This design comes from an exercise in tuning for small area, a short achievable clock period and few clock cycles per item on the open sky130 flow, not from production work.
No functional check of the RTL was part of any run shown here.
No activity file was given, so power comes from the tool's default toggle rates.

`design/flow/constraint.sdc`:
```
create_clock -name core_clock -period 8.0 [get_ports {clk}]
set_input_delay 1.6000 -clock core_clock [delete_from_list [all_inputs] [get_ports {clk}]]
set_output_delay 1.6000 -clock core_clock [all_outputs]
set_load 0.01 [all_outputs]
```
`design/flow/config.mk`:
```
export PLATFORM = sky130hd
export DESIGN_NAME = cpu_top
export DESIGN_NICKNAME = cpu_top
export VERILOG_FILES = /design/flow/design.v
export SDC_FILE = /design/flow/constraint.sdc
export NUM_CORES = 4
export LEC_CHECK = 0
export CAP_MARGIN = 20
export CORE_MARGIN = 2
export CORE_UTILIZATION = 40
export SETUP_SLACK_MARGIN = 3.5
export SLEW_MARGIN = 20
```
`design/flow/run.sh`:
```
#!/bin/bash
# synth_recipe.tcl (not shown) runs the flow's synth.tcl, then flattens the netlist and writes it again
# the make line also repeats each setting of config.mk as NAME=value (left out here)
make -C /OpenROAD-flow-scripts/flow DESIGN_CONFIG=/design/flow/config.mk WORK_HOME=/design/flow/orfs CLKGATE_MAP_FILE= SYNTH_SCRIPT=/design/flow/synth_recipe.tcl finish
```
`design/flow/design.v`:
```
package cpu_pkg;
  localparam int data_w    = 16;
  localparam int reg_idx_w = 4;
  typedef enum logic [2:0] {
    op_arith  = 3'b000,
    op_cmpmul = 3'b001,
    op_load   = 3'b010,
    op_store  = 3'b011,
    op_beq    = 3'b100,
    op_jump   = 3'b101
  } opcode_t;
  localparam logic funct_add = 1'b0;
  localparam logic funct_sub = 1'b1;
  localparam logic funct_slt = 1'b0;
  localparam logic funct_mul = 1'b1;
  typedef struct packed {
    opcode_t              opcode;
    logic [reg_idx_w-1:0] rs;
    logic [reg_idx_w-1:0] rt;
    logic [reg_idx_w-1:0] rd;
    logic                 funct;
  } r_fmt_t;
  typedef struct packed {
    opcode_t              opcode;
    logic [reg_idx_w-1:0] rs;
    logic [reg_idx_w-1:0] rt;
    logic signed [4:0]    imm;
  } i_fmt_t;
  typedef struct packed {
    opcode_t     opcode;
    logic [11:0] target;
    logic        unused;
  } j_fmt_t;
  typedef union packed {
    r_fmt_t r_fmt;
    i_fmt_t i_fmt;
    j_fmt_t j_fmt;
  } instr_t;
  typedef enum logic [2:0] {
    st_fetch,
    st_decode,
    st_execute,
    st_memory,
    st_writeback
  } core_state_t;
  localparam logic region_instr = 1'b0;
  localparam logic region_data  = 1'b1;
endpackage
module mul16 (
  input  logic [15:0] a,
  input  logic [15:0] b,
  output logic [15:0] p
);
  logic bs1_1;
  logic bs2_2;
  logic bng_3;
  logic pp_4;
  logic pp_5;
  logic pp_6;
  logic pp_7;
  logic pp_8;
  logic pp_9;
  logic pp_10;
  logic pp_11;
  logic pp_12;
  logic pp_13;
  logic pp_14;
  logic pp_15;
  logic pp_16;
  logic pp_17;
  logic pp_18;
  logic pp_19;
  logic bs1_20;
  logic bs2_21;
  logic bng_22;
  logic pp_23;
  logic pp_24;
  logic pp_25;
  logic pp_26;
  logic pp_27;
  logic pp_28;
  logic pp_29;
  logic pp_30;
  logic pp_31;
  logic pp_32;
  logic pp_33;
  logic pp_34;
  logic pp_35;
  logic pp_36;
  logic bs1_37;
  logic bs2_38;
  logic bng_39;
  logic pp_40;
  logic pp_41;
  logic pp_42;
  logic pp_43;
  logic pp_44;
  logic pp_45;
  logic pp_46;
  logic pp_47;
  logic pp_48;
  logic pp_49;
  logic pp_50;
  logic pp_51;
  logic bs1_52;
  logic bs2_53;
  logic bng_54;
  logic pp_55;
  logic pp_56;
  logic pp_57;
  logic pp_58;
  logic pp_59;
  logic pp_60;
  logic pp_61;
  logic pp_62;
  logic pp_63;
  logic pp_64;
  logic bs1_65;
  logic bs2_66;
  logic bng_67;
  logic pp_68;
  logic pp_69;
  logic pp_70;
  logic pp_71;
  logic pp_72;
  logic pp_73;
  logic pp_74;
  logic pp_75;
  logic bs1_76;
  logic bs2_77;
  logic bng_78;
  logic pp_79;
  logic pp_80;
  logic pp_81;
  logic pp_82;
  logic pp_83;
  logic pp_84;
  logic bs1_85;
  logic bs2_86;
  logic bng_87;
  logic pp_88;
  logic pp_89;
  logic pp_90;
  logic pp_91;
  logic bs1_92;
  logic bs2_93;
  logic bng_94;
  logic pp_95;
  logic pp_96;
  logic s_97;
  logic c_98;
  logic s_99;
  logic c_100;
  logic s_101;
  logic c_102;
  logic s_103;
  logic c_104;
  logic s_105;
  logic c_106;
  logic s_107;
  logic c_108;
  logic s_109;
  logic c_110;
  logic s_111;
  logic c_112;
  logic s_113;
  logic c_114;
  logic s_115;
  logic c_116;
  logic s_117;
  logic c_118;
  logic s_119;
  logic c_120;
  logic s_121;
  logic c_122;
  logic s_123;
  logic c_124;
  logic s_125;
  logic c_126;
  logic s_127;
  logic c_128;
  logic s_129;
  logic c_130;
  logic s_131;
  logic c_132;
  logic s_133;
  logic c_134;
  logic s_135;
  logic c_136;
  logic s_137;
  logic c_138;
  logic s_139;
  logic c_140;
  logic s_141;
  logic c_142;
  logic s_143;
  logic c_144;
  logic s_145;
  logic c_146;
  logic s_147;
  logic c_148;
  logic s_149;
  logic c_150;
  logic s_151;
  logic c_152;
  logic s_153;
  logic c_154;
  logic s_155;
  logic c_156;
  logic s_157;
  logic c_158;
  logic s_159;
  logic c_160;
  logic s_161;
  logic c_162;
  logic s_163;
  logic c_164;
  logic s_165;
  logic c_166;
  logic s_167;
  logic c_168;
  logic s_169;
  logic c_170;
  logic s_171;
  logic c_172;
  logic s_173;
  logic c_174;
  logic s_175;
  logic c_176;
  logic s_177;
  logic c_178;
  logic s_179;
  logic c_180;
  logic s_181;
  logic c_182;
  logic s_183;
  logic c_184;
  logic s_185;
  logic c_186;
  logic s_187;
  logic c_188;
  logic s_189;
  logic c_190;
  logic s_191;
  logic c_192;
  logic s_193;
  logic c_194;
  logic s_195;
  logic c_196;
  logic s_197;
  logic c_198;
  logic s_199;
  logic c_200;
  logic s_201;
  logic c_202;
  logic s_203;
  logic c_204;
  logic s_205;
  logic c_206;
  logic s_207;
  logic c_208;
  assign bs1_1 = b[0] ^ 1'b0;
  assign bs2_2 = (b[1] & ~b[0] & ~1'b0) | (~b[1] & b[0] & 1'b0);
  assign bng_3 = b[1];
  assign pp_4 = ((bs1_1 & a[0]) | (bs2_2 & 1'b0)) ^ bng_3;
  assign pp_5 = ((bs1_1 & a[1]) | (bs2_2 & a[0])) ^ bng_3;
  assign pp_6 = ((bs1_1 & a[2]) | (bs2_2 & a[1])) ^ bng_3;
  assign pp_7 = ((bs1_1 & a[3]) | (bs2_2 & a[2])) ^ bng_3;
  assign pp_8 = ((bs1_1 & a[4]) | (bs2_2 & a[3])) ^ bng_3;
  assign pp_9 = ((bs1_1 & a[5]) | (bs2_2 & a[4])) ^ bng_3;
  assign pp_10 = ((bs1_1 & a[6]) | (bs2_2 & a[5])) ^ bng_3;
  assign pp_11 = ((bs1_1 & a[7]) | (bs2_2 & a[6])) ^ bng_3;
  assign pp_12 = ((bs1_1 & a[8]) | (bs2_2 & a[7])) ^ bng_3;
  assign pp_13 = ((bs1_1 & a[9]) | (bs2_2 & a[8])) ^ bng_3;
  assign pp_14 = ((bs1_1 & a[10]) | (bs2_2 & a[9])) ^ bng_3;
  assign pp_15 = ((bs1_1 & a[11]) | (bs2_2 & a[10])) ^ bng_3;
  assign pp_16 = ((bs1_1 & a[12]) | (bs2_2 & a[11])) ^ bng_3;
  assign pp_17 = ((bs1_1 & a[13]) | (bs2_2 & a[12])) ^ bng_3;
  assign pp_18 = ((bs1_1 & a[14]) | (bs2_2 & a[13])) ^ bng_3;
  assign pp_19 = ((bs1_1 & a[15]) | (bs2_2 & a[14])) ^ bng_3;
  assign bs1_20 = b[2] ^ b[1];
  assign bs2_21 = (b[3] & ~b[2] & ~b[1]) | (~b[3] & b[2] & b[1]);
  assign bng_22 = b[3];
  assign pp_23 = ((bs1_20 & a[0]) | (bs2_21 & 1'b0)) ^ bng_22;
  assign pp_24 = ((bs1_20 & a[1]) | (bs2_21 & a[0])) ^ bng_22;
  assign pp_25 = ((bs1_20 & a[2]) | (bs2_21 & a[1])) ^ bng_22;
  assign pp_26 = ((bs1_20 & a[3]) | (bs2_21 & a[2])) ^ bng_22;
  assign pp_27 = ((bs1_20 & a[4]) | (bs2_21 & a[3])) ^ bng_22;
  assign pp_28 = ((bs1_20 & a[5]) | (bs2_21 & a[4])) ^ bng_22;
  assign pp_29 = ((bs1_20 & a[6]) | (bs2_21 & a[5])) ^ bng_22;
  assign pp_30 = ((bs1_20 & a[7]) | (bs2_21 & a[6])) ^ bng_22;
  assign pp_31 = ((bs1_20 & a[8]) | (bs2_21 & a[7])) ^ bng_22;
  assign pp_32 = ((bs1_20 & a[9]) | (bs2_21 & a[8])) ^ bng_22;
  assign pp_33 = ((bs1_20 & a[10]) | (bs2_21 & a[9])) ^ bng_22;
  assign pp_34 = ((bs1_20 & a[11]) | (bs2_21 & a[10])) ^ bng_22;
  assign pp_35 = ((bs1_20 & a[12]) | (bs2_21 & a[11])) ^ bng_22;
  assign pp_36 = ((bs1_20 & a[13]) | (bs2_21 & a[12])) ^ bng_22;
  assign bs1_37 = b[4] ^ b[3];
  assign bs2_38 = (b[5] & ~b[4] & ~b[3]) | (~b[5] & b[4] & b[3]);
  assign bng_39 = b[5];
  assign pp_40 = ((bs1_37 & a[0]) | (bs2_38 & 1'b0)) ^ bng_39;
  assign pp_41 = ((bs1_37 & a[1]) | (bs2_38 & a[0])) ^ bng_39;
  assign pp_42 = ((bs1_37 & a[2]) | (bs2_38 & a[1])) ^ bng_39;
  assign pp_43 = ((bs1_37 & a[3]) | (bs2_38 & a[2])) ^ bng_39;
  assign pp_44 = ((bs1_37 & a[4]) | (bs2_38 & a[3])) ^ bng_39;
  assign pp_45 = ((bs1_37 & a[5]) | (bs2_38 & a[4])) ^ bng_39;
  assign pp_46 = ((bs1_37 & a[6]) | (bs2_38 & a[5])) ^ bng_39;
  assign pp_47 = ((bs1_37 & a[7]) | (bs2_38 & a[6])) ^ bng_39;
  assign pp_48 = ((bs1_37 & a[8]) | (bs2_38 & a[7])) ^ bng_39;
  assign pp_49 = ((bs1_37 & a[9]) | (bs2_38 & a[8])) ^ bng_39;
  assign pp_50 = ((bs1_37 & a[10]) | (bs2_38 & a[9])) ^ bng_39;
  assign pp_51 = ((bs1_37 & a[11]) | (bs2_38 & a[10])) ^ bng_39;
  assign bs1_52 = b[6] ^ b[5];
  assign bs2_53 = (b[7] & ~b[6] & ~b[5]) | (~b[7] & b[6] & b[5]);
  assign bng_54 = b[7];
  assign pp_55 = ((bs1_52 & a[0]) | (bs2_53 & 1'b0)) ^ bng_54;
  assign pp_56 = ((bs1_52 & a[1]) | (bs2_53 & a[0])) ^ bng_54;
  assign pp_57 = ((bs1_52 & a[2]) | (bs2_53 & a[1])) ^ bng_54;
  assign pp_58 = ((bs1_52 & a[3]) | (bs2_53 & a[2])) ^ bng_54;
  assign pp_59 = ((bs1_52 & a[4]) | (bs2_53 & a[3])) ^ bng_54;
  assign pp_60 = ((bs1_52 & a[5]) | (bs2_53 & a[4])) ^ bng_54;
  assign pp_61 = ((bs1_52 & a[6]) | (bs2_53 & a[5])) ^ bng_54;
  assign pp_62 = ((bs1_52 & a[7]) | (bs2_53 & a[6])) ^ bng_54;
  assign pp_63 = ((bs1_52 & a[8]) | (bs2_53 & a[7])) ^ bng_54;
  assign pp_64 = ((bs1_52 & a[9]) | (bs2_53 & a[8])) ^ bng_54;
  assign bs1_65 = b[8] ^ b[7];
  assign bs2_66 = (b[9] & ~b[8] & ~b[7]) | (~b[9] & b[8] & b[7]);
  assign bng_67 = b[9];
  assign pp_68 = ((bs1_65 & a[0]) | (bs2_66 & 1'b0)) ^ bng_67;
  assign pp_69 = ((bs1_65 & a[1]) | (bs2_66 & a[0])) ^ bng_67;
  assign pp_70 = ((bs1_65 & a[2]) | (bs2_66 & a[1])) ^ bng_67;
  assign pp_71 = ((bs1_65 & a[3]) | (bs2_66 & a[2])) ^ bng_67;
  assign pp_72 = ((bs1_65 & a[4]) | (bs2_66 & a[3])) ^ bng_67;
  assign pp_73 = ((bs1_65 & a[5]) | (bs2_66 & a[4])) ^ bng_67;
  assign pp_74 = ((bs1_65 & a[6]) | (bs2_66 & a[5])) ^ bng_67;
  assign pp_75 = ((bs1_65 & a[7]) | (bs2_66 & a[6])) ^ bng_67;
  assign bs1_76 = b[10] ^ b[9];
  assign bs2_77 = (b[11] & ~b[10] & ~b[9]) | (~b[11] & b[10] & b[9]);
  assign bng_78 = b[11];
  assign pp_79 = ((bs1_76 & a[0]) | (bs2_77 & 1'b0)) ^ bng_78;
  assign pp_80 = ((bs1_76 & a[1]) | (bs2_77 & a[0])) ^ bng_78;
  assign pp_81 = ((bs1_76 & a[2]) | (bs2_77 & a[1])) ^ bng_78;
  assign pp_82 = ((bs1_76 & a[3]) | (bs2_77 & a[2])) ^ bng_78;
  assign pp_83 = ((bs1_76 & a[4]) | (bs2_77 & a[3])) ^ bng_78;
  assign pp_84 = ((bs1_76 & a[5]) | (bs2_77 & a[4])) ^ bng_78;
  assign bs1_85 = b[12] ^ b[11];
  assign bs2_86 = (b[13] & ~b[12] & ~b[11]) | (~b[13] & b[12] & b[11]);
  assign bng_87 = b[13];
  assign pp_88 = ((bs1_85 & a[0]) | (bs2_86 & 1'b0)) ^ bng_87;
  assign pp_89 = ((bs1_85 & a[1]) | (bs2_86 & a[0])) ^ bng_87;
  assign pp_90 = ((bs1_85 & a[2]) | (bs2_86 & a[1])) ^ bng_87;
  assign pp_91 = ((bs1_85 & a[3]) | (bs2_86 & a[2])) ^ bng_87;
  assign bs1_92 = b[14] ^ b[13];
  assign bs2_93 = (b[15] & ~b[14] & ~b[13]) | (~b[15] & b[14] & b[13]);
  assign bng_94 = b[15];
  assign pp_95 = ((bs1_92 & a[0]) | (bs2_93 & 1'b0)) ^ bng_94;
  assign pp_96 = ((bs1_92 & a[1]) | (bs2_93 & a[0])) ^ bng_94;
  assign s_97 = pp_14 ^ pp_31;
  assign c_98 = pp_14 & pp_31;
  assign s_99 = pp_15 ^ pp_32;
  assign c_100 = pp_15 & pp_32;
  assign s_101 = pp_16 ^ pp_33 ^ pp_48;
  assign c_102 = (pp_16 & pp_33) | (pp_48 & (pp_16 ^ pp_33));
  assign s_103 = pp_61 ^ pp_72;
  assign c_104 = pp_61 & pp_72;
  assign s_105 = pp_17 ^ pp_34 ^ pp_49;
  assign c_106 = (pp_17 & pp_34) | (pp_49 & (pp_17 ^ pp_34));
  assign s_107 = pp_62 ^ pp_73;
  assign c_108 = pp_62 & pp_73;
  assign s_109 = pp_18 ^ pp_35 ^ pp_50;
  assign c_110 = (pp_18 & pp_35) | (pp_50 & (pp_18 ^ pp_35));
  assign s_111 = pp_63 ^ pp_74 ^ pp_83;
  assign c_112 = (pp_63 & pp_74) | (pp_83 & (pp_63 ^ pp_74));
  assign s_113 = pp_90 ^ pp_95;
  assign c_114 = pp_90 & pp_95;
  assign s_115 = pp_19 ^ pp_36 ^ pp_51;
  assign c_116 = (pp_19 & pp_36) | (pp_51 & (pp_19 ^ pp_36));
  assign s_117 = pp_64 ^ pp_75 ^ pp_84;
  assign c_118 = (pp_64 & pp_75) | (pp_84 & (pp_64 ^ pp_75));
  assign s_119 = pp_91 ^ pp_96;
  assign c_120 = pp_91 & pp_96;
  assign s_121 = pp_10 ^ pp_27;
  assign c_122 = pp_10 & pp_27;
  assign s_123 = pp_11 ^ pp_28;
  assign c_124 = pp_11 & pp_28;
  assign s_125 = pp_12 ^ pp_29 ^ pp_44;
  assign c_126 = (pp_12 & pp_29) | (pp_44 & (pp_12 ^ pp_29));
  assign s_127 = pp_57 ^ pp_68;
  assign c_128 = pp_57 & pp_68;
  assign s_129 = pp_13 ^ pp_30 ^ pp_45;
  assign c_130 = (pp_13 & pp_30) | (pp_45 & (pp_13 ^ pp_30));
  assign s_131 = pp_58 ^ pp_69;
  assign c_132 = pp_58 & pp_69;
  assign s_133 = pp_46 ^ pp_59 ^ pp_70;
  assign c_134 = (pp_46 & pp_59) | (pp_70 & (pp_46 ^ pp_59));
  assign s_135 = pp_79 ^ bng_78 ^ s_97;
  assign c_136 = (pp_79 & bng_78) | (s_97 & (pp_79 ^ bng_78));
  assign s_137 = pp_47 ^ pp_60 ^ pp_71;
  assign c_138 = (pp_47 & pp_60) | (pp_71 & (pp_47 ^ pp_60));
  assign s_139 = pp_80 ^ s_99 ^ c_98;
  assign c_140 = (pp_80 & s_99) | (c_98 & (pp_80 ^ s_99));
  assign s_141 = pp_81 ^ pp_88 ^ bng_87;
  assign c_142 = (pp_81 & pp_88) | (bng_87 & (pp_81 ^ pp_88));
  assign s_143 = s_101 ^ s_103 ^ c_100;
  assign c_144 = (s_101 & s_103) | (c_100 & (s_101 ^ s_103));
  assign s_145 = pp_82 ^ pp_89 ^ s_105;
  assign c_146 = (pp_82 & pp_89) | (s_105 & (pp_82 ^ pp_89));
  assign s_147 = s_107 ^ c_102 ^ c_104;
  assign c_148 = (s_107 & c_102) | (c_104 & (s_107 ^ c_102));
  assign s_149 = bng_94 ^ s_109 ^ s_111;
  assign c_150 = (bng_94 & s_109) | (s_111 & (bng_94 ^ s_109));
  assign s_151 = s_113 ^ c_106 ^ c_108;
  assign c_152 = (s_113 & c_106) | (c_108 & (s_113 ^ c_106));
  assign s_153 = s_115 ^ s_117 ^ s_119;
  assign c_154 = (s_115 & s_117) | (s_119 & (s_115 ^ s_117));
  assign s_155 = c_110 ^ c_112 ^ c_114;
  assign c_156 = (c_110 & c_112) | (c_114 & (c_110 ^ c_112));
  assign s_157 = pp_8 ^ pp_25;
  assign c_158 = pp_8 & pp_25;
  assign s_159 = pp_9 ^ pp_26;
  assign c_160 = pp_9 & pp_26;
  assign s_161 = pp_42 ^ pp_55 ^ bng_54;
  assign c_162 = (pp_42 & pp_55) | (bng_54 & (pp_42 ^ pp_55));
  assign s_163 = pp_43 ^ pp_56 ^ s_123;
  assign c_164 = (pp_43 & pp_56) | (s_123 & (pp_43 ^ pp_56));
  assign s_165 = bng_67 ^ s_125 ^ s_127;
  assign c_166 = (bng_67 & s_125) | (s_127 & (bng_67 ^ s_125));
  assign s_167 = s_129 ^ s_131 ^ c_126;
  assign c_168 = (s_129 & s_131) | (c_126 & (s_129 ^ s_131));
  assign s_169 = s_133 ^ s_135 ^ c_130;
  assign c_170 = (s_133 & s_135) | (c_130 & (s_133 ^ s_135));
  assign s_171 = s_137 ^ s_139 ^ c_134;
  assign c_172 = (s_137 & s_139) | (c_134 & (s_137 ^ s_139));
  assign s_173 = s_141 ^ s_143 ^ c_138;
  assign c_174 = (s_141 & s_143) | (c_138 & (s_141 ^ s_143));
  assign s_175 = s_145 ^ s_147 ^ c_142;
  assign c_176 = (s_145 & s_147) | (c_142 & (s_145 ^ s_147));
  assign s_177 = s_149 ^ s_151 ^ c_146;
  assign c_178 = (s_149 & s_151) | (c_146 & (s_149 ^ s_151));
  assign s_179 = s_153 ^ s_155 ^ c_150;
  assign c_180 = (s_153 & s_155) | (c_150 & (s_153 ^ s_155));
  assign s_181 = pp_6 ^ pp_23;
  assign c_182 = pp_6 & pp_23;
  assign s_183 = pp_7 ^ pp_24;
  assign c_184 = pp_7 & pp_24;
  assign s_185 = pp_40 ^ bng_39 ^ s_157;
  assign c_186 = (pp_40 & bng_39) | (s_157 & (pp_40 ^ bng_39));
  assign s_187 = pp_41 ^ s_159 ^ c_158;
  assign c_188 = (pp_41 & s_159) | (c_158 & (pp_41 ^ s_159));
  assign s_189 = s_121 ^ s_161 ^ c_160;
  assign c_190 = (s_121 & s_161) | (c_160 & (s_121 ^ s_161));
  assign s_191 = c_122 ^ s_163 ^ c_162;
  assign c_192 = (c_122 & s_163) | (c_162 & (c_122 ^ s_163));
  assign s_193 = c_124 ^ s_165 ^ c_164;
  assign c_194 = (c_124 & s_165) | (c_164 & (c_124 ^ s_165));
  assign s_195 = c_128 ^ s_167 ^ c_166;
  assign c_196 = (c_128 & s_167) | (c_166 & (c_128 ^ s_167));
  assign s_197 = c_132 ^ s_169 ^ c_168;
  assign c_198 = (c_132 & s_169) | (c_168 & (c_132 ^ s_169));
  assign s_199 = c_136 ^ s_171 ^ c_170;
  assign c_200 = (c_136 & s_171) | (c_170 & (c_136 ^ s_171));
  assign s_201 = c_140 ^ s_173 ^ c_172;
  assign c_202 = (c_140 & s_173) | (c_172 & (c_140 ^ s_173));
  assign s_203 = c_144 ^ s_175 ^ c_174;
  assign c_204 = (c_144 & s_175) | (c_174 & (c_144 ^ s_175));
  assign s_205 = c_148 ^ s_177 ^ c_176;
  assign c_206 = (c_148 & s_177) | (c_176 & (c_148 ^ s_177));
  assign s_207 = c_152 ^ s_179 ^ c_178;
  assign c_208 = (c_152 & s_179) | (c_178 & (c_152 ^ s_179));
  assign p = {s_207, s_205, s_203, s_201, s_199, s_197, s_195, s_193, s_191, s_189, s_187, s_185, s_183, bng_22, pp_5, pp_4} + {c_206, c_204, c_202, c_200, c_198, c_196, c_194, c_192, c_190, c_188, c_186, c_184, c_182, s_181, 1'b0, bng_3};
endmodule
module cpu_top #(
  parameter int addr_w = 12
) (
  input  logic                       clk,
  input  logic                       rst_n,
  output logic                       io_stall,
  output logic                       mem_req,
  output logic                       mem_we,
  output logic [addr_w:0]            mem_addr,
  output logic [cpu_pkg::data_w-1:0] mem_wdata,
  input  logic                       mem_ack,
  input  logic [cpu_pkg::data_w-1:0] mem_rdata
);
  localparam int dw = cpu_pkg::data_w;
  logic              q_data;    
  logic              q_ld;      
  logic [3:0]        ld_rt;     
  logic [addr_w-1:0] fpc;       
  logic              ir_v;
  logic [15:0]       ir;
  logic              ir_jd;     
  logic              ir_f;      
  logic [dw-1:0]     op_a;      
  logic [dw-1:0]     op_b;      
  logic [dw-1:0]     regs [0:15];
  logic [1:0]        pend;      
  logic [2:0]        op;
  logic [3:0]        rs, rt, rd;
  logic              is_load, is_store, is_mem, is_alu, is_beq, is_jump;
  logic              uses_rs, uses_rt;
  logic              hazard, ex, redir, arr, w_jump, nxt_data, nxt_fetch;
  logic [addr_w-1:0] beq_tgt, fetch_nx;
  logic [dw-1:0]     alu_out;
  logic [dw-1:0]     mul_out;
  logic              ld_wr, wr_en;
  logic [3:0]        wr_idx;
  logic [dw-1:0]     wr_data;
  logic [3:0]        idx_a, idx_b;
  logic [1:0]        n_ret;
  assign op       = ir[15:13];
  assign rs       = ir[12:9];
  assign rt       = ir[8:5];
  assign rd       = ir[4:1];
  assign is_load  = (op == 3'b010);
  assign is_store = (op == 3'b011);
  assign is_mem   = (op[2:1] == 2'b01);
  assign is_alu   = (op[2:1] == 2'b00);
  assign is_beq   = (op == 3'b100);
  assign is_jump  = (op == 3'b101);
  assign uses_rs  = is_alu || is_mem || is_beq;
  assign uses_rt  = is_alu || is_store || is_beq;
  assign hazard = q_data && q_ld &&
                  (is_alu || is_load || (uses_rs && rs == ld_rt) || (uses_rt && rt == ld_rt));
  assign ex     = ir_v && !hazard;
  assign redir  = ex && ((is_beq && op_a == op_b) || (is_jump && !ir_jd));
  assign arr    = mem_ack && !q_data && !redir;
  assign w_jump = (mem_rdata[15:13] == 3'b101);
  mul16 u_mul (.a(op_a), .b(op_b), .p(mul_out));
  always_comb begin
    case ({op[0], ir[0]})
      2'b00:   alu_out = op_a + op_b;
      2'b01:   alu_out = op_a - op_b;
      2'b10:   alu_out = {{(dw-1){1'b0}}, ($signed(op_a) < $signed(op_b))};
      default: alu_out = mul_out;
    endcase
  end
  assign ld_wr   = q_data && q_ld;
  assign wr_en   = mem_ack && (ld_wr || (ex && is_alu));
  assign wr_idx  = ld_wr ? ld_rt : rd;
  assign wr_data = ld_wr ? mem_rdata : alu_out;
  always_ff @(posedge clk or negedge rst_n) begin
    if (!rst_n) begin
      for (int i = 0; i < 16; i++) regs[i] <= '0;
    end else if (wr_en) begin
      regs[wr_idx] <= wr_data;
    end
  end
  assign idx_a = (mem_ack && !q_data) ? mem_rdata[12:9] : rs;
  assign idx_b = (mem_ack && !q_data) ? mem_rdata[8:5]  : rt;
  always_ff @(posedge clk) begin
    op_a <= (wr_en && wr_idx == idx_a) ? wr_data : regs[idx_a];
    op_b <= (wr_en && wr_idx == idx_b) ? wr_data : regs[idx_b];
  end
  assign beq_tgt   = fpc + addr_w'($signed({ir[4], ir[4:0]}) - $signed({5'b0, ir_f}));
  assign nxt_data  = ex && is_mem;
  assign nxt_fetch = !nxt_data;
  assign fetch_nx  = redir ? (is_jump ? ir[12:1] : beq_tgt) :
                     (arr && w_jump) ? mem_rdata[12:1] : fpc;
  always_ff @(posedge clk or negedge rst_n) begin
    if (!rst_n) begin
      mem_req   <= 1'b0;
      mem_we    <= 1'b0;
      mem_addr  <= '0;
      mem_wdata <= '0;
      q_data    <= 1'b0;
      q_ld      <= 1'b0;
      ld_rt     <= '0;
      fpc       <= addr_w'(1);
    end else begin
      mem_req <= 1'b1;
      if (mem_ack) begin
        if (nxt_data) begin
          mem_we    <= is_store;
          mem_addr  <= {1'b1, op_a[addr_w-1:0] + addr_w'($signed(ir[4:0]))};
          mem_wdata <= op_b;
          q_data    <= 1'b1;
          q_ld      <= is_load;
          ld_rt     <= rt;
        end else begin
          mem_we    <= 1'b0;
          mem_addr  <= {1'b0, fetch_nx};
          q_data    <= 1'b0;
          q_ld      <= 1'b0;
          fpc       <= fetch_nx + addr_w'(1);
        end
      end
    end
  end
  assign n_ret = 2'(mem_ack && ex && !is_mem) + 2'(mem_ack && q_data);
  always_ff @(posedge clk or negedge rst_n) begin
    if (!rst_n) begin
      ir_v  <= 1'b0;
      ir    <= '0;
      ir_jd <= 1'b0;
      ir_f  <= 1'b0;
      pend  <= '0;
    end else begin
      pend <= pend - 2'(pend != 2'd0) + n_ret;
      if (mem_ack) begin
        if (arr) begin
          ir    <= mem_rdata;
          ir_v  <= 1'b1;
          ir_jd <= w_jump && nxt_fetch;
          ir_f  <= nxt_fetch;
        end else if (ex) begin
          ir_v  <= 1'b0;
        end else begin
          ir_f  <= ir_f || nxt_fetch;
        end
      end
    end
  end
  assign io_stall = (pend == 2'd0);
endmodule
```
==> flow_results.xml, run 1 <==
<?xml version="1.0" encoding="UTF-8"?>
<metrics>
  <group name="status">
    <metric name="outcome" unit="">no timing/DRC/antenna violations</metric>
  </group>
  <group name="grt">
    <metric name="grt_util_all_layers" unit="%">31.4</metric>
    <metric name="global_route.overflow_total" unit="">0</metric>
    <metric name="grt_max_degree" unit="">181</metric>
    <metric name="global_route_wire_length_before_repair" unit="um">148000</metric>
    <metric name="grt_pass1_vias" unit="">23136</metric>
    <metric name="grt_antenna_before_repair" unit="">2</metric>
  </group>
  <group name="yosys">
    <metric name="ys_dominant_reg_cell" unit="">sky130_fd_sc_hd__dfrtp_1</metric>
    <metric name="synth_seq_cells" unit="">357</metric>
    <metric name="synth_edf_count" unit="">0</metric>
    <metric name="synth_async_sr_flop_share" unit="%">91.0</metric>
    <metric name="postSynthCellCount" unit="">2868</metric>
    <metric name="netlist-cell-type-count" unit="">84</metric>
    <metric name="synthesis.nets" unit="">3009</metric>
    <metric name="syn_area" unit="mm2">0.0242</metric>
    <metric name="post_synth.cell_area_avg" unit="um2">8.45</metric>
    <metric name="synthesis.yosys.warnings" unit="">2</metric>
    <metric name="synth_sequential_area_ratio" unit="%">36.2</metric>
  </group>
  <group name="clocking">
    <metric name="clkTransAtPathRegs" unit="ns">0.07</metric>
    <metric name="maximum_buffer_depth_of_the_clock_tree" unit="">3</metric>
    <metric name="cts_root_buf" unit="">sky130_fd_sc_hd__clkbuf_16</metric>
    <metric name="cts-buffers-inserted" unit="">40</metric>
    <metric name="cts.sinks" unit="">357</metric>
    <metric name="clock_tree.htree_level_count" unit="">2</metric>
    <metric name="cts_tree" unit="">yes</metric>
    <metric name="cts-hold-fix-buffers" unit="">0</metric>
    <metric name="clk-insertion-delay-late" unit="ns">0.61</metric>
  </group>
  <group name="worst_hold_path">
    <metric name="hold_path_depth" unit="">1</metric>
    <metric name="min-delay-start" unit="">pend[1]</metric>
    <metric name="worstHoldPathType" unit="">flip-flop to flip-flop</metric>
    <metric name="worst_hold_path.endpoint" unit="">pend[1]</metric>
  </group>
  <group name="critical_path">
    <metric name="cp.arrival" unit="ns">5.78</metric>
    <metric name="cpMaxStageDelayCell" unit="">sky130_fd_sc_hd__fa_1</metric>
    <metric name="critical_path.reg2reg.endpoint" unit="">regs[11][15]</metric>
    <metric name="worst_setup_path_end_kind" unit="">flip-flop</metric>
    <metric name="worst_path_largest_cell_delay" unit="ns">0.54</metric>
    <metric name="critical-path-top-delay-family" unit="">adder cells</metric>
    <metric name="r2r_slack" unit="ns">2.71</metric>
    <metric name="worst-path-buf-inv" unit="">3</metric>
    <metric name="crit_required" unit="ns">8.49</metric>
    <metric name="critPathMaxFanout" unit="">7</metric>
    <metric name="critical-path-top-cell-by-count" unit="">sky130_fd_sc_hd__fa_1</metric>
    <metric name="number_of_cell_instances_on_the_worst_register_to_register_path" unit="">20</metric>
    <metric name="r2r_start" unit="">op_b[1]</metric>
    <metric name="worstPathCellList" unit="">buf_4, maj3_2, o22ai_2, a21oi_2, fa_1, fa_1, fa_1, inv_1, fa_1, inv_2, ha_4, nand2_4, a2bb2oi_4, o31ai_4, nor4_2, nor3_2, xnor2_2, o21ai_4, o32a_4, mux2_2</metric>
    <metric name="timing.critical_path.from_type" unit="">flip-flop</metric>
    <metric name="worstSetupPathType" unit="">flip-flop to flip-flop</metric>
  </group>
  <group name="pwr">
    <metric name="power.static_leakage" unit="nW">12.6</metric>
    <metric name="net_switching_fraction_of_the_power" unit="%">50.6</metric>
    <metric name="max-vdd-ir-drop" unit="uV">455</metric>
    <metric name="switching_power" unit="mW">7.90</metric>
    <metric name="combPwrFrac" unit="%">66.7</metric>
    <metric name="power_per_cell_area" unit="mW/mm2">536</metric>
    <metric name="power.internal" unit="mW">7.73</metric>
    <metric name="seq_power_share" unit="%">20.2</metric>
    <metric name="power.clock.fraction" unit="%">13.1</metric>
  </group>
  <group name="placed_design">
    <metric name="placement.io_buffers" unit="">50</metric>
    <metric name="gp_routability_congestion" unit="">0.977</metric>
    <metric name="post-dp-hpwl" unit="um">61900</metric>
  </group>
  <group name="final_layout">
    <metric name="nets" unit="">3062</metric>
    <metric name="layout-drive-gt1-share" unit="%">18.4</metric>
    <metric name="num-fill-cells" unit="">5687</metric>
    <metric name="area_growth_syn_to_layout" unit="%">20.5</metric>
    <metric name="insertedDiodeCount" unit="">0</metric>
    <metric name="final_common_cell" unit="">sky130_fd_sc_hd__nand2_1</metric>
    <metric name="most_frequent_cells_in_the_layout" unit="">452 x sky130_fd_sc_hd__nand2_1, 324 x sky130_fd_sc_hd__dfrtp_1, 183 x sky130_fd_sc_hd__a21oi_1</metric>
  </group>
  <group name="floorplanning">
    <metric name="die-area" unit="mm2">0.0626</metric>
    <metric name="design.portCount" unit="">51</metric>
    <metric name="start_util" unit="%">40.3</metric>
    <metric name="die-width" unit="um">250</metric>
    <metric name="core" unit="mm2">0.0601</metric>
    <metric name="rows" unit="">90</metric>
    <metric name="die_boundary_height" unit="um">250</metric>
  </group>
  <group name="flow_run">
    <metric name="max_cap_viol_count" unit="">0</metric>
  </group>
  <group name="route">
    <metric name="drc_errors" unit="">0</metric>
    <metric name="average_wire_per_cell_in_the_routed_design" unit="um">27.5</metric>
    <metric name="detailroute.via_count" unit="">24280</metric>
    <metric name="finalWirelength" unit="um">103000</metric>
    <metric name="route.antenna.remaining_nets" unit="">0</metric>
    <metric name="initial_drc_count" unit="">3652</metric>
    <metric name="detail_route.vias_per_cell" unit="">6.50</metric>
    <metric name="detail_route.first_pass.iterations" unit="">7</metric>
  </group>
  <group name="timing">
    <metric name="final-hold-violation-count" unit="">0</metric>
    <metric name="worst_clock_skew" unit="ns">0.0516</metric>
    <metric name="fmax" unit="MHz">189</metric>
    <metric name="post-route-period-util" unit="%">66.2</metric>
    <metric name="setup_viol" unit="">0</metric>
    <metric name="max_slew.worst_pin.slew" unit="ns">1.38</metric>
    <metric name="slew_violations" unit="">0</metric>
    <metric name="hold_ws" unit="ns">0.472</metric>
    <metric name="post-route-min-period" unit="ns">5.29</metric>
    <metric name="relSlewSlack" unit="%">7.68</metric>
    <metric name="setup-tns-final" unit="ns">0</metric>
    <metric name="grt_setup_unrepaired" unit="">yes</metric>
  </group>
</metrics>
-- final cells by class --
type | count | area [um2] | share of cell area [%]
tap | 782 | 978 | 3.35
clock inverter | 23 | 343 | 1.17
timing repair buffer | 217 | 2190 | 7.49
inverter | 111 | 457 | 1.56
multi-input combinational | 2194 | 15300 | 52.4
sequential | 357 | 8840 | 30.3
clock buffer | 51 | 1080 | 3.71
-- state kept, by name, indices dropped and copies added (netlist names) --
signal and flops:
ld_rt 4, op_a 16, ir_jd 1, q_ld 1
op_b 16, ir 16, pend 2, regs 256
mem_req 1, ir_f 1, mem_we 1, ir_v 1
mem_wdata 16, fpc 12, mem_addr 13
-- worst max-delay path by stage --
stage | start | endpoint | slack [ns] | cells after the start
2_1_floorplan | op_b[1] | regs[0][15] | 2.74 | 22
3_3_place_gp | op_b[3] | regs[5][15] | 1.85 | 21
3_5_place_dp | op_b[3] | regs[5][15] | 1.80 | 21
4_1_cts | op_b[3] | regs[10][15] | 2.65 | 22
5_1_grt | op_b[1] | regs[15][15] | 2.57 | 21
6_report | op_b[1] | regs[11][15] | 2.71 | 20
-- kinds of logic (layout without fill, tap and decap cells) --
family	count (synthesis)	count (layout)	share of synthesized area (%)
compound gates	898	910	23.8
mux	133	133	6.05
xor+xnor	123	123	4.50
other cells	1	1	0.0155
fa+ha+maj	125	125	7.57
buf+inv	331	402	5.36
simple gates	900	902	16.5
flops	357	357	36.2
-- power by group through the flow --
stage          registers [mW]  logic [mW]  clock network, mW
6_report                 3.16        10.4               2.05
4_1_cts                  3.12        9.39               2.07
5_1_grt                  3.23        11.0               2.14
3_5_place_dp             3.18        7.88                  0
2_1_floorplan            2.86        5.79                  0
3_3_place_gp             3.15        7.81                  0
-- per-layer routing --
layer  vias to the layer above  share of wire (%)  wire (um)  global-route usage [%]
met5                         -              0.050         51                       0
met4                         2                6.4       6580                    17.5
met3                       441                 13      13400                    9.16
met2                      1793                 42      43500                    46.9
met1                     11637                 38      39100                    40.6
li1                      10407                  -          -                       -
-- cell usage after synthesis (12+ instances only) --
cell type	number	area, um2
sky130_fd_sc_hd__nand2b_1	21	131
sky130_fd_sc_hd__ha_1	85	1060
sky130_fd_sc_hd__o21ai_0	212	1060
sky130_fd_sc_hd__a21o_1	25	188
sky130_fd_sc_hd__o221ai_1	12	105
sky130_fd_sc_hd__nand2_1	459	1720
sky130_fd_sc_hd__dfrtp_1	324	8110
sky130_fd_sc_hd__o21a_1	15	113
sky130_fd_sc_hd__xor2_1	58	508
sky130_fd_sc_hd__dfxtp_1	32	641
sky130_fd_sc_hd__inv_1	107	402
sky130_fd_sc_hd__a221oi_1	50	438
sky130_fd_sc_hd__nand4_1	43	269
sky130_fd_sc_hd__fa_1	37	741
sky130_fd_sc_hd__a22o_1	40	350
sky130_fd_sc_hd__o21ai_1	16	80.1
sky130_fd_sc_hd__mux2_2	107	1200
sky130_fd_sc_hd__nand3_1	52	260
sky130_fd_sc_hd__a22oi_1	158	1190
sky130_fd_sc_hd__nor2b_1	16	100
sky130_fd_sc_hd__xnor2_1	64	561
sky130_fd_sc_hd__a31oi_1	33	206
sky130_fd_sc_hd__nor3_1	38	190
sky130_fd_sc_hd__a21oi_1	198	991
sky130_fd_sc_hd__buf_2	12	60.1
sky130_fd_sc_hd__clkbuf_1	179	672
sky130_fd_sc_hd__o22ai_1	61	382
sky130_fd_sc_hd__nor2_1	188	706
sky130_fd_sc_hd__and3_1	19	119
sky130_fd_sc_hd__mux2i_1	26	260
sky130_fd_sc_hd__buf_1	20	75.1
sky130_fd_sc_hd__a211oi_1	14	105
-- timing repair --
| item | CTS | global route |
|---|---|---|
| resized for setup | 164 | 110 |
| cloned | 13 | 7 |
| pin swaps | 26 | 52 |
| hold endpoints to repair | 0 | 0 |
| setup buffers | 59 | 25 |
| setup endpoints to repair | 217 | 205 |
-- stage by stage --
step	instances	utilization (%)	setup WS [ns]	instance area [um2]	power (mW)
after floorplan	2868	-	2.74	24500	8.65
after global routing	3735	48.5	2.57	29200	16.4
after detailed placement	3557	42.6	1.80	25600	11.1
final	3735	48.5	2.71	29200	15.6
after CTS	3703	47.3	2.65	28400	14.6
after global placement	3557	42.6	1.85	25600	11.0
==> run 2, diff against run 1 <==
--- a/design/flow/design.v
+++ b/design/flow/design.v
@@ -47,8 +47,9 @@
   localparam logic region_data  = 1'b1;
 endpackage
-module mul16 (
+module mul16_cs (
   input  logic [15:0] a,
   input  logic [15:0] b,
-  output logic [15:0] p
+  output logic [15:0] x,
+  output logic [15:0] y
 );
   logic bs1_1;
@@ -468,5 +469,6 @@
   assign s_207 = c_152 ^ s_179 ^ c_178;
   assign c_208 = (c_152 & s_179) | (c_178 & (c_152 ^ s_179));
-  assign p = {s_207, s_205, s_203, s_201, s_199, s_197, s_195, s_193, s_191, s_189, s_187, s_185, s_183, bng_22, pp_5, pp_4} + {c_206, c_204, c_202, c_200, c_198, c_196, c_194, c_192, c_190, c_188, c_186, c_184, c_182, s_181, 1'b0, bng_3};
+  assign x = {s_207, s_205, s_203, s_201, s_199, s_197, s_195, s_193, s_191, s_189, s_187, s_185, s_183, bng_22, pp_5, pp_4};
+  assign y = {c_206, c_204, c_202, c_200, c_198, c_196, c_194, c_192, c_190, c_188, c_186, c_184, c_182, s_181, 1'b0, bng_3};
 endmodule
 module cpu_top #(
@@ -486,5 +488,4 @@
   logic              q_data;    
   logic              q_ld;      
-  logic [3:0]        ld_rt;     
   logic [addr_w-1:0] fpc;       
   logic              ir_v;
@@ -494,19 +495,25 @@
   logic [dw-1:0]     op_a;      
   logic [dw-1:0]     op_b;      
-  logic [dw-1:0]     regs [0:15];
-  logic [1:0]        pend;      
+  logic [15:0]       rv;        
+  logic [dw-1:0]     t_a [0:15];    
+  logic [dw-1:0]     t_b [0:15];
+  logic [dw-1:0]     rd_a, rd_b;
+  logic [2:0]        pend;      
+  logic              m2;
+  logic [3:0]        wb_rt;
+  logic [dw-1:0]     cs_x, cs_y, cs_x_d, cs_y_d;
   logic [2:0]        op;
   logic [3:0]        rs, rt, rd;
-  logic              is_load, is_store, is_mem, is_alu, is_beq, is_jump;
+  logic              is_load, is_store, is_mem, is_alu, is_mul, is_beq, is_jump;
   logic              uses_rs, uses_rt;
-  logic              hazard, ex, redir, arr, w_jump, nxt_data, nxt_fetch;
+  logic              adv, f_busy, ld_busy, wbusy, hazard, ex, redir, arr, w_jump;
+  logic              nxt_data, nxt_none, nxt_fetch;
   logic [addr_w-1:0] beq_tgt, fetch_nx;
   logic [dw-1:0]     alu_out;
-  logic [dw-1:0]     mul_out;
-  logic              ld_wr, wr_en;
+  logic              ld_wr, alu_wr, wr_en;
   logic [3:0]        wr_idx;
   logic [dw-1:0]     wr_data;
   logic [3:0]        idx_a, idx_b;
-  logic [1:0]        n_ret;
+  logic [2:0]        n_ret;
   assign op       = ir[15:13];
   assign rs       = ir[12:9];
@@ -517,43 +524,69 @@
   assign is_mem   = (op[2:1] == 2'b01);
   assign is_alu   = (op[2:1] == 2'b00);
+  assign is_mul   = (op == 3'b001) && ir[0];
   assign is_beq   = (op == 3'b100);
   assign is_jump  = (op == 3'b101);
   assign uses_rs  = is_alu || is_mem || is_beq;
   assign uses_rt  = is_alu || is_store || is_beq;
-  assign hazard = q_data && q_ld &&
-                  (is_alu || is_load || (uses_rs && rs == ld_rt) || (uses_rt && rt == ld_rt));
+  assign adv     = mem_ack || !mem_req;
+  assign f_busy  = mem_req && !q_data;
+  assign ld_busy = q_data && q_ld;
+  assign wbusy  = ld_busy || m2;
+  assign hazard = wbusy &&
+                  (is_alu || is_load || (uses_rs && rs == wb_rt) || (uses_rt && rt == wb_rt));
   assign ex     = ir_v && !hazard;
   assign redir  = ex && ((is_beq && op_a == op_b) || (is_jump && !ir_jd));
-  assign arr    = mem_ack && !q_data && !redir;
+  assign arr    = mem_ack && f_busy && !redir;
   assign w_jump = (mem_rdata[15:13] == 3'b101);
-  mul16 u_mul (.a(op_a), .b(op_b), .p(mul_out));
   always_comb begin
     case ({op[0], ir[0]})
       2'b00:   alu_out = op_a + op_b;
       2'b01:   alu_out = op_a - op_b;
-      2'b10:   alu_out = {{(dw-1){1'b0}}, ($signed(op_a) < $signed(op_b))};
-      default: alu_out = mul_out;
+      default: alu_out = {{(dw-1){1'b0}}, ($signed(op_a) < $signed(op_b))};
     endcase
   end
-  assign ld_wr   = q_data && q_ld;
-  assign wr_en   = mem_ack && (ld_wr || (ex && is_alu));
-  assign wr_idx  = ld_wr ? ld_rt : rd;
-  assign wr_data = ld_wr ? mem_rdata : alu_out;
+  mul16_cs u_mul (.a(op_a), .b(op_b), .x(cs_x_d), .y(cs_y_d));
+  always_ff @(posedge clk) begin
+    cs_x <= cs_x_d;
+    cs_y <= cs_y_d;
+  end
+  assign ld_wr   = adv && ld_busy;
+  assign alu_wr  = adv && ex && is_alu && !is_mul;
+  assign wr_en   = ld_wr || m2 || alu_wr;
+  assign wr_idx  = (ld_wr || m2) ? wb_rt : rd;
+  assign wr_data = ld_busy ? mem_rdata : m2 ? (cs_x + cs_y) : alu_out;
+  for (genvar i = 0; i < 16; i++) begin : g_rf
+    logic [dw-1:0] q;
+    always_ff @(posedge clk) begin
+      if (wr_en && wr_idx == 4'(i)) q <= wr_data;
+    end
+    assign t_a[i] = q & {dw{rv[i] && idx_a == 4'(i)}};
+    assign t_b[i] = q & {dw{rv[i] && idx_b == 4'(i)}};
+  end
   always_ff @(posedge clk or negedge rst_n) begin
     if (!rst_n) begin
-      for (int i = 0; i < 16; i++) regs[i] <= '0;
+      rv <= '0;
     end else if (wr_en) begin
-      regs[wr_idx] <= wr_data;
+      rv[wr_idx] <= 1'b1;
+    end
+  end
+  always_comb begin
+    rd_a = '0;
+    rd_b = '0;
+    for (int i = 0; i < 16; i++) begin
+      rd_a = rd_a | t_a[i];
+      rd_b = rd_b | t_b[i];
     end
   end
-  assign idx_a = (mem_ack && !q_data) ? mem_rdata[12:9] : rs;
-  assign idx_b = (mem_ack && !q_data) ? mem_rdata[8:5]  : rt;
+  assign idx_a = (mem_ack && f_busy) ? mem_rdata[12:9] : rs;
+  assign idx_b = (mem_ack && f_busy) ? mem_rdata[8:5]  : rt;
   always_ff @(posedge clk) begin
-    op_a <= (wr_en && wr_idx == idx_a) ? wr_data : regs[idx_a];
-    op_b <= (wr_en && wr_idx == idx_b) ? wr_data : regs[idx_b];
+    op_a <= (wr_en && wr_idx == idx_a) ? wr_data : rd_a;
+    op_b <= (wr_en && wr_idx == idx_b) ? wr_data : rd_b;
   end
   assign beq_tgt   = fpc + addr_w'($signed({ir[4], ir[4:0]}) - $signed({5'b0, ir_f}));
   assign nxt_data  = ex && is_mem;
-  assign nxt_fetch = !nxt_data;
+  assign nxt_none  = ex && is_mul && mem_ack && f_busy;
+  assign nxt_fetch = !nxt_data && !nxt_none;
   assign fetch_nx  = redir ? (is_jump ? ir[12:1] : beq_tgt) :
                      (arr && w_jump) ? mem_rdata[12:1] : fpc;
@@ -566,27 +599,20 @@
       q_data    <= 1'b0;
       q_ld      <= 1'b0;
-      ld_rt     <= '0;
-      fpc       <= addr_w'(1);
-    end else begin
-      mem_req <= 1'b1;
-      if (mem_ack) begin
-        if (nxt_data) begin
-          mem_we    <= is_store;
-          mem_addr  <= {1'b1, op_a[addr_w-1:0] + addr_w'($signed(ir[4:0]))};
-          mem_wdata <= op_b;
-          q_data    <= 1'b1;
-          q_ld      <= is_load;
-          ld_rt     <= rt;
-        end else begin
-          mem_we    <= 1'b0;
-          mem_addr  <= {1'b0, fetch_nx};
-          q_data    <= 1'b0;
-          q_ld      <= 1'b0;
-          fpc       <= fetch_nx + addr_w'(1);
-        end
+      fpc       <= '0;
+    end else if (adv) begin
+      mem_req <= !nxt_none;
+      q_data  <= nxt_data;
+      q_ld    <= nxt_data && is_load;
+      mem_we  <= nxt_data && is_store;
+      if (nxt_data) begin
+        mem_addr  <= {1'b1, op_a[addr_w-1:0] + addr_w'($signed(ir[4:0]))};
+        mem_wdata <= op_b;
+      end else if (nxt_fetch) begin
+        mem_addr  <= {1'b0, fetch_nx};
+        fpc       <= fetch_nx + addr_w'(1);
       end
     end
   end
-  assign n_ret = 2'(mem_ack && ex && !is_mem) + 2'(mem_ack && q_data);
+  assign n_ret = 3'(adv && ex && !is_mem && !is_mul) + 3'(adv && q_data) + 3'(m2);
   always_ff @(posedge clk or negedge rst_n) begin
     if (!rst_n) begin
@@ -596,7 +622,12 @@
       ir_f  <= 1'b0;
       pend  <= '0;
+      m2    <= 1'b0;
+      wb_rt <= '0;
     end else begin
-      pend <= pend - 2'(pend != 2'd0) + n_ret;
-      if (mem_ack) begin
+      pend <= pend - 3'(pend != 3'd0) + n_ret;
+      m2   <= adv && ex && is_mul;
+      if (adv) begin
+        if (nxt_data && is_load) wb_rt <= rt;
+        if (ex && is_mul)        wb_rt <= rd;
         if (arr) begin
           ir    <= mem_rdata;
@@ -612,4 +643,4 @@
     end
   end
-  assign io_stall = (pend == 2'd0);
+  assign io_stall = (pend == 3'd0);
 endmodule
--- a/design/flow/config.mk
+++ b/design/flow/config.mk
@@ -9,4 +9,4 @@
 export CORE_MARGIN = 2
 export CORE_UTILIZATION = 40
-export SETUP_SLACK_MARGIN = 3.5
+export SETUP_SLACK_MARGIN = 4.5
 export SLEW_MARGIN = 20
==> flow_results.xml, run 2 <==
<?xml version="1.0" encoding="UTF-8"?>
<metrics>
  <group name="grt">
    <metric name="grt_pass1_vias" unit="">20663</metric>
    <metric name="grt_antenna_before_repair" unit="">2</metric>
    <metric name="global_route_wire_length_before_repair" unit="um">136000</metric>
    <metric name="grt_util_all_layers" unit="%">29.2</metric>
    <metric name="global_route.overflow_total" unit="">0</metric>
    <metric name="grt_max_degree" unit="">89</metric>
  </group>
  <group name="clocking">
    <metric name="cts-hold-fix-buffers" unit="">0</metric>
    <metric name="maximum_buffer_depth_of_the_clock_tree" unit="">3</metric>
    <metric name="clk-insertion-delay-late" unit="ns">0.60</metric>
    <metric name="cts_tree" unit="">yes</metric>
    <metric name="clock_tree.htree_level_count" unit="">2</metric>
    <metric name="clkTransAtPathRegs" unit="ns">0.06</metric>
    <metric name="cts_root_buf" unit="">sky130_fd_sc_hd__clkbuf_16</metric>
    <metric name="cts.sinks" unit="">407</metric>
    <metric name="cts-buffers-inserted" unit="">44</metric>
  </group>
  <group name="yosys">
    <metric name="synth_sequential_area_ratio" unit="%">46.2</metric>
    <metric name="synth_seq_cells" unit="">407</metric>
    <metric name="synthesis.nets" unit="">2534</metric>
    <metric name="ys_dominant_reg_cell" unit="">sky130_fd_sc_hd__edfxtp_1</metric>
    <metric name="syn_area" unit="mm2">0.0241</metric>
    <metric name="synth_edf_count" unit="">256</metric>
    <metric name="yosysMostFrequentCell" unit="">sky130_fd_sc_hd__edfxtp_1</metric>
    <metric name="yosys-top-cells-count" unit="">256 x sky130_fd_sc_hd__edfxtp_1, 167 x sky130_fd_sc_hd__a22oi_1, 167 x sky130_fd_sc_hd__nand2_1, 159 x sky130_fd_sc_hd__a21oi_1, 138 x sky130_fd_sc_hd__clkbuf_1</metric>
    <metric name="ys_top_cells_by_area" unit="">sky130_fd_sc_hd__edfxtp_1 32%, sky130_fd_sc_hd__dfrtp_1 9.1%, sky130_fd_sc_hd__dfxtp_1 5.2%</metric>
    <metric name="yosysTopAreaCell" unit="">sky130_fd_sc_hd__edfxtp_1</metric>
    <metric name="synth_async_sr_flop_share" unit="%">21.6</metric>
    <metric name="post_synth.cell_area_avg" unit="um2">10.1</metric>
    <metric name="synth_top_cell_area_share" unit="%">31.8</metric>
    <metric name="postSynthCellCount" unit="">2385</metric>
    <metric name="netlist-cell-type-count" unit="">89</metric>
    <metric name="synthesis.yosys.warnings" unit="">3</metric>
  </group>
  <group name="critical_path">
    <metric name="crit_required" unit="ns">8.51</metric>
    <metric name="timing.critical_path.from_type" unit="">flip-flop</metric>
    <metric name="critPathMaxFanout" unit="">15</metric>
    <metric name="worst_setup_path_end_kind" unit="">flip-flop</metric>
    <metric name="worstSetupPathType" unit="">flip-flop to flip-flop</metric>
    <metric name="cp.arrival" unit="ns">4.22</metric>
  </group>
  <group name="route">
    <metric name="detail_route.first_pass.iterations" unit="">8</metric>
    <metric name="finalWirelength" unit="um">94900</metric>
    <metric name="average_wire_per_cell_in_the_routed_design" unit="um">28.8</metric>
    <metric name="drc_errors" unit="">0</metric>
    <metric name="detail_route.vias_per_cell" unit="">6.56</metric>
    <metric name="detailroute.via_count" unit="">21636</metric>
    <metric name="initial_drc_count" unit="">3201</metric>
    <metric name="route.antenna.remaining_nets" unit="">0</metric>
  </group>
  <group name="floorplanning">
    <metric name="design.portCount" unit="">51</metric>
    <metric name="core" unit="mm2">0.0600</metric>
    <metric name="start_util" unit="%">40.2</metric>
    <metric name="rows" unit="">90</metric>
    <metric name="die-area" unit="mm2">0.0623</metric>
    <metric name="die-width" unit="um">250</metric>
    <metric name="die_boundary_height" unit="um">250</metric>
  </group>
  <group name="timing">
    <metric name="post-route-min-period" unit="ns">3.71</metric>
    <metric name="grt_setup_unrepaired" unit="">yes</metric>
    <metric name="relSlewSlack" unit="%">34.7</metric>
    <metric name="setup-tns-final" unit="ns">0</metric>
    <metric name="max_slew.worst_pin.slew" unit="ns">0.969</metric>
    <metric name="setup_viol" unit="">0</metric>
    <metric name="slew_violations" unit="">0</metric>
    <metric name="fmax" unit="MHz">269</metric>
    <metric name="worst_clock_skew" unit="ns">0.0208</metric>
    <metric name="post-route-period-util" unit="%">46.4</metric>
    <metric name="final-hold-violation-count" unit="">0</metric>
  </group>
  <group name="placed_design">
    <metric name="gp_routability_congestion" unit="">0.916</metric>
    <metric name="detailed_place.area" unit="mm2">0.0255</metric>
    <metric name="placement.io_buffers" unit="">50</metric>
    <metric name="post-dp-hpwl" unit="um">55100</metric>
  </group>
  <group name="final_layout">
    <metric name="max_flop_register" unit="">g_rf.q</metric>
    <metric name="nets" unit="">2630</metric>
    <metric name="most_frequent_cells_in_the_layout" unit="">256 x sky130_fd_sc_hd__edfxtp_1, 165 x sky130_fd_sc_hd__a22oi_1, 158 x sky130_fd_sc_hd__nand2_1</metric>
    <metric name="finalInstanceArea" unit="mm2">0.0300</metric>
    <metric name="area_growth_syn_to_layout" unit="%">24.3</metric>
    <metric name="layout-drive-gt1-share" unit="%">22.1</metric>
    <metric name="largest_reg_flops" unit="">256</metric>
    <metric name="num-fill-cells" unit="">5206</metric>
    <metric name="final_common_cell" unit="">sky130_fd_sc_hd__edfxtp_1</metric>
  </group>
  <group name="status">
    <metric name="outcome" unit="">no timing/DRC/antenna violations</metric>
  </group>
  <group name="flow_run">
    <metric name="max_cap_viol_count" unit="">0</metric>
  </group>
  <group name="worst_hold_path">
    <metric name="worstHoldPathType" unit="">flip-flop to flip-flop</metric>
  </group>
  <group name="pwr">
    <metric name="power_per_cell_area" unit="mW/mm2">381</metric>
    <metric name="power.static_leakage" unit="nW">11.2</metric>
    <metric name="max-vdd-ir-drop" unit="uV">177</metric>
  </group>
</metrics>
-- run 2: cell types whose count changed after synthesis, sizes merged, moves of 18 or more --
cell | previous run | this run
o22ai | 61 | 24
dfxtp | 32 | 63
a21oi | 199 | 160
edfxtp | 0 | 256
a31oi | 33 | 15
dfrtp | 324 | 88
o21ai | 228 | 151
mux2 | 107 | 24
nand2 | 459 | 169
clkbuf | 179 | 138
nor2 | 190 | 135
and3 | 19 | 40
-- run 2: cell families after synthesis --
kind of cell | count (synthesis) | share of synthesized area (%)
muxes | 63 | 2.75
adders and majority gates | 134 | 8.08
DFF | 407 | 46.2
AOI/OAI and AO/OA | 777 | 22.0
xor gates and xnor gates | 120 | 4.35
and+or+nand+nor | 585 | 11.8
buffers and inverters | 299 | 4.91
-- run 2: critical path, cell delays in order (launching register included) --
cell and delay [ns]:
sky130_fd_sc_hd__dfxtp_4 0.41, sky130_fd_sc_hd__buf_12 0.19, sky130_fd_sc_hd__nor2_1 0.07, sky130_fd_sc_hd__buf_4 0.21, sky130_fd_sc_hd__a221oi_4 0.37, sky130_fd_sc_hd__fa_1 0.49
sky130_fd_sc_hd__fa_1 0.49, sky130_fd_sc_hd__inv_1 0.05, sky130_fd_sc_hd__fa_2 0.33, sky130_fd_sc_hd__xor2_1 0.16, sky130_fd_sc_hd__xnor2_1 0.14, sky130_fd_sc_hd__xnor2_1 0.14
sky130_fd_sc_hd__xnor2_1 0.26, sky130_fd_sc_hd__xnor2_1 0.18, sky130_fd_sc_hd__xnor2_1 0.13
-- run 2: repair_timing --
item	4_1_cts	5_1_grt
endpoints found under the hold margin	0	0
cloned	14	4
gates resized for setup	235	105
buffers inserted	106	37
endpoints found under the setup margin	573	265
pin swaps	53	43
-- run 2: worst paths after layout --
check	depth (start not counted)	startpoint	end	slack, ns
max in group asynchronous	1	rst_n	ir[0]	6.29
setup reg to reg	14	op_b[1]	cs_x[15]	4.29
setup / recovery	14	op_b[1]	cs_x[15]	4.29
hold / removal	2	mem_addr[7]	mem_addr[7]	0.48
min in group asynchronous	1	rst_n	mem_addr[0]	1.06
hold reg to reg	2	mem_addr[7]	mem_addr[7]	0.48
-- run 2: cell type report --
type	count	area [um2]	area share (%)
Multi-Input combinational cell	1686	13300	44.2
Tap cell	782	978	3.26
Clock inverter	19	245	0.817
Timing Repair Buffer	223	2620	8.74
Inverter	115	495	1.65
Sequential cell	407	11200	37.3
Antenna cell	1	2.50	0.00834
Timing Repair inverter	4	25.0	0.0834
Clock buffer	61	1180	3.95
-- run 2: layer usage --
metal / vias to the layer above / GRT usage, % / routed length, um
li1: 9161 / - / -
met1: 10369 / 38.0 / 36300
met2: 1713 / 44.8 / 41600
met3: 391 / 8.48 / 11900
met4: 2 / 13.6 / 5070
met5: - / 0 / 12
-- run 2: report_power, final --
part | leakage, nW | switching [mW] | internal, mW
clock network | 0.691 | 0.883 | 1.18
registers | 3.97 | 0.437 | 2.93
logic | 6.57 | 3.57 | 2.45
total | 11.2 | 4.89 | 6.55
-- run 2: per-stage QoR --
| stage | utilization [%] | hold slack [ns] | std cells | total power [mW] | setup WS [ns] |
|---|---|---|---|---|---|
| 6_report | 50.0 | 0.480 | 3298 | 11.4 | 4.29 |
| 3_5_place_dp | 42.5 | 0.473 | 3056 | 8.10 | 2.94 |
| 5_1_grt | 50.0 | 0.492 | 3297 | 12.0 | 4.13 |
| 3_3_place_gp | 42.5 | 0.460 | 3056 | 8.00 | 3.09 |
| 4_1_cts | 48.6 | 0.485 | 3256 | 10.9 | 4.32 |
| 2_1_floorplan | - | 0.377 | 2385 | 6.65 | 4.41 |
==> run 3, diff against run 2 <==
--- a/design/flow/config.mk
+++ b/design/flow/config.mk
@@ -9,4 +9,4 @@
 export CORE_MARGIN = 2
 export CORE_UTILIZATION = 40
-export SETUP_SLACK_MARGIN = 4.5
+export SETUP_SLACK_MARGIN = 3.5
 export SLEW_MARGIN = 20
==> flow_results.xml, run 3 <==
<?xml version="1.0" encoding="UTF-8"?>
<metrics>
  <group name="final_layout">
    <metric name="layout-drive-gt1-share" unit="%">9.85</metric>
    <metric name="insertedDiodeCount" unit="">0</metric>
    <metric name="area_growth_syn_to_layout" unit="%">12.1</metric>
    <metric name="final_common_cell" unit="">sky130_fd_sc_hd__edfxtp_1</metric>
    <metric name="most_frequent_cells_in_the_layout" unit="">256 x sky130_fd_sc_hd__edfxtp_1, 167 x sky130_fd_sc_hd__a22oi_1, 166 x sky130_fd_sc_hd__nand2_1</metric>
    <metric name="largest_reg_flops" unit="">256</metric>
    <metric name="nets" unit="">2511</metric>
    <metric name="num-fill-cells" unit="">5473</metric>
  </group>
  <group name="yosys">
    <metric name="synth_edf_count" unit="">256</metric>
    <metric name="synthesis.yosys.warnings" unit="">3</metric>
    <metric name="post_synth.cell_area_avg" unit="um2">10.1</metric>
    <metric name="syn_area" unit="mm2">0.0241</metric>
    <metric name="synth_top_cell_area_share" unit="%">31.8</metric>
    <metric name="ys_top_cells_by_area" unit="">sky130_fd_sc_hd__edfxtp_1 32%, sky130_fd_sc_hd__dfrtp_1 9.1%, sky130_fd_sc_hd__dfxtp_1 5.2%</metric>
    <metric name="synth_seq_cells" unit="">407</metric>
    <metric name="synth_sequential_area_ratio" unit="%">46.2</metric>
    <metric name="synth_async_sr_flop_share" unit="%">21.6</metric>
    <metric name="yosysMostFrequentCell" unit="">sky130_fd_sc_hd__edfxtp_1</metric>
    <metric name="yosys-top-cells-count" unit="">256 x sky130_fd_sc_hd__edfxtp_1, 167 x sky130_fd_sc_hd__a22oi_1, 167 x sky130_fd_sc_hd__nand2_1, 159 x sky130_fd_sc_hd__a21oi_1, 138 x sky130_fd_sc_hd__clkbuf_1</metric>
  </group>
  <group name="timing">
    <metric name="fmax" unit="MHz">221</metric>
    <metric name="post-route-min-period" unit="ns">4.52</metric>
    <metric name="post-route-period-util" unit="%">56.5</metric>
    <metric name="grt_setup_unrepaired" unit="">yes</metric>
    <metric name="setup_viol" unit="">0</metric>
    <metric name="relSlewSlack" unit="%">20.7</metric>
    <metric name="max_slew.worst_pin.slew" unit="ns">1.19</metric>
    <metric name="worst_clock_skew" unit="ns">0.0388</metric>
    <metric name="final-hold-violation-count" unit="">0</metric>
    <metric name="setup-tns-final" unit="ns">0</metric>
    <metric name="hold_ws" unit="ns">0.474</metric>
    <metric name="slew_violations" unit="">0</metric>
  </group>
  <group name="floorplanning">
    <metric name="rows" unit="">90</metric>
    <metric name="core" unit="mm2">0.0600</metric>
    <metric name="die-area" unit="mm2">0.0623</metric>
    <metric name="start_util" unit="%">40.2</metric>
    <metric name="die_boundary_height" unit="um">250</metric>
    <metric name="die-width" unit="um">250</metric>
    <metric name="design.portCount" unit="">51</metric>
  </group>
  <group name="grt">
    <metric name="global_route.overflow_total" unit="">0</metric>
    <metric name="global_route.peak_usage_layer" unit="">met2</metric>
    <metric name="global_route.usage.met3" unit="%">6.21</metric>
    <metric name="grt_pass1_vias" unit="">19738</metric>
    <metric name="grtUsageMet2" unit="%">41.0</metric>
    <metric name="grt_max_degree" unit="">50</metric>
    <metric name="global_route.usage.met1" unit="%">37.2</metric>
    <metric name="global_route_wire_length_before_repair" unit="um">128000</metric>
  </group>
  <group name="placed_design">
    <metric name="placement.io_buffers" unit="">50</metric>
    <metric name="gp_routability_congestion" unit="">0.959</metric>
  </group>
  <group name="route">
    <metric name="finalWirelength" unit="um">87100</metric>
    <metric name="route.antenna.remaining_nets" unit="">0</metric>
    <metric name="initial_drc_count" unit="">2753</metric>
    <metric name="drc_errors" unit="">0</metric>
    <metric name="detail_route.vias_per_cell" unit="">6.47</metric>
    <metric name="average_wire_per_cell_in_the_routed_design" unit="um">27.4</metric>
    <metric name="detail_route.first_pass.iterations" unit="">10</metric>
  </group>
  <group name="clocking">
    <metric name="cts_root_buf" unit="">sky130_fd_sc_hd__clkbuf_16</metric>
    <metric name="cts.sinks" unit="">407</metric>
    <metric name="clk-insertion-delay-late" unit="ns">0.61</metric>
    <metric name="cts_tree" unit="">yes</metric>
    <metric name="cts-buffers-inserted" unit="">44</metric>
    <metric name="maximum_buffer_depth_of_the_clock_tree" unit="">3</metric>
    <metric name="cts-hold-fix-buffers" unit="">0</metric>
    <metric name="clkTransAtPathRegs" unit="ns">0.06</metric>
    <metric name="clock_tree.htree_level_count" unit="">2</metric>
  </group>
  <group name="flow_run">
    <metric name="max_cap_viol_count" unit="">0</metric>
  </group>
  <group name="status">
    <metric name="outcome" unit="">no timing/DRC/antenna violations</metric>
  </group>
  <group name="pwr">
    <metric name="power_per_cell_area" unit="mW/mm2">378</metric>
    <metric name="power.static_leakage" unit="nW">10.3</metric>
  </group>
  <group name="critical_path">
    <metric name="worst_setup_path_end_kind" unit="">flip-flop</metric>
    <metric name="timing.critical_path.from_type" unit="">input pin</metric>
  </group>
  <group name="worst_hold_path">
    <metric name="worstHoldPathType" unit="">flip-flop to flip-flop</metric>
  </group>
</metrics>
-- run 3: path summary, 6_finish.rpt --
kind | start | to | slack [ns] | cells past startpoint
setup reg to reg | op_b[1] | cs_x[15] | 3.70 | 14
max in group asynchronous | rst_n | ir[0] | 5.92 | 2
hold / removal | mem_wdata[4] | mem_wdata[4] | 0.47 | 2
setup / recovery | mem_ack | g_rf[7].q[15] | 3.48 | 7
min in group asynchronous | rst_n | mem_addr[3] | 1.01 | 1
hold reg to reg | mem_wdata[4] | mem_wdata[4] | 0.47 | 2
-- run 3: repair_timing --
item / 4_1_cts / 5_1_grt
resized for setup: 25 / 23
pin swaps: 0 / 2
setup endpoints to repair: 245 / 263
buffers inserted: 0 / 3
-- run 3: cells by family after synthesis --
logic type                 synth area share [%]
AOI/OAI and AO/OA                          22.0
xor gates and xnor gates                   4.35
adders and majority gates                  8.08
buffers and inverters                      4.91
DFF                                        46.2
muxes                                      2.75
and+or+nand+nor                            11.8
-- run 3: through the flow --
step                power [mW]  worst slack [ns]  cell area, um2  std cells
global route              10.8              3.39           27100       3179
global placement          7.89              2.57           25400       3094
finish                    10.2              3.48           27100       3179
CTS                       10.1              3.52           27000       3176
floorplan                 6.47              3.67           24100       2385
detailed placement        7.98              2.44           25400       3095
-- run 3: where the power goes --
group / switching (mW) / internal [mW] / leakage (nW)
sequential: 0.429 / 2.92 / 3.97
combinational: 3.02 / 1.77 / 5.63
clock: 0.912 / 1.18 / 0.702
total: 4.36 / 5.87 / 10.3
-- run 3: metal layers --
layer	part of all wire [%]	wire length [um]
met5	0	0
met4	5.7	4960
met3	11	9650
met2	42	37000
met1	41	35500
-- run 3: cell type report --
class / count / area, um2 / area share (%)
inverter: 115 / 442 / 1.63
tap: 782 / 978 / 3.62
clock inverter: 26 / 300 / 1.11
timing repair buffer: 115 / 1000 / 3.71
clock buffer: 55 / 1160 / 4.29
multi-input combinational: 1679 / 12000 / 44.4
sequential: 407 / 11200 / 41.2
-- run 3: worst max-delay path: stages --
cell	delay [ns]
sky130_fd_sc_hd__clkdlybuf4s50_1	0.51
sky130_fd_sc_hd__nand2b_1	0.37
sky130_fd_sc_hd__a21oi_4	0.45
sky130_fd_sc_hd__mux2i_2	0.55
sky130_fd_sc_hd__nand2b_1	0.33
sky130_fd_sc_hd__nor2_2	0.63
sky130_fd_sc_hd__buf_4	0.35

==> static timing again, ports no longer ideal <==
In the flow no input, the clock included, has a driving cell. The finished layouts below were timed again as built, in two steps.
Step 1, drivers: a clkbuf_16 drives clk and a buf_2 each remaining input, both assumed.
Step 2 also shifts input and output timing later by t, the mid clock arrival at the registers, as if the neighbouring blocks saw the same clock.
a / b / c = ideal / step 1 / step 2; a / b = the first two.
| run | shift t [ns] | setup slack, ns |
|---|---|---|
| run 1 | 0.641 | 2.706 / 2.706 / 2.706 |
| run 2 | 0.643 | 4.288 / 4.288 / 3.896 |
| run 3 | 0.651 | 3.478 / 3.509 / 2.857 |
After both steps every run listed still meets setup and hold.
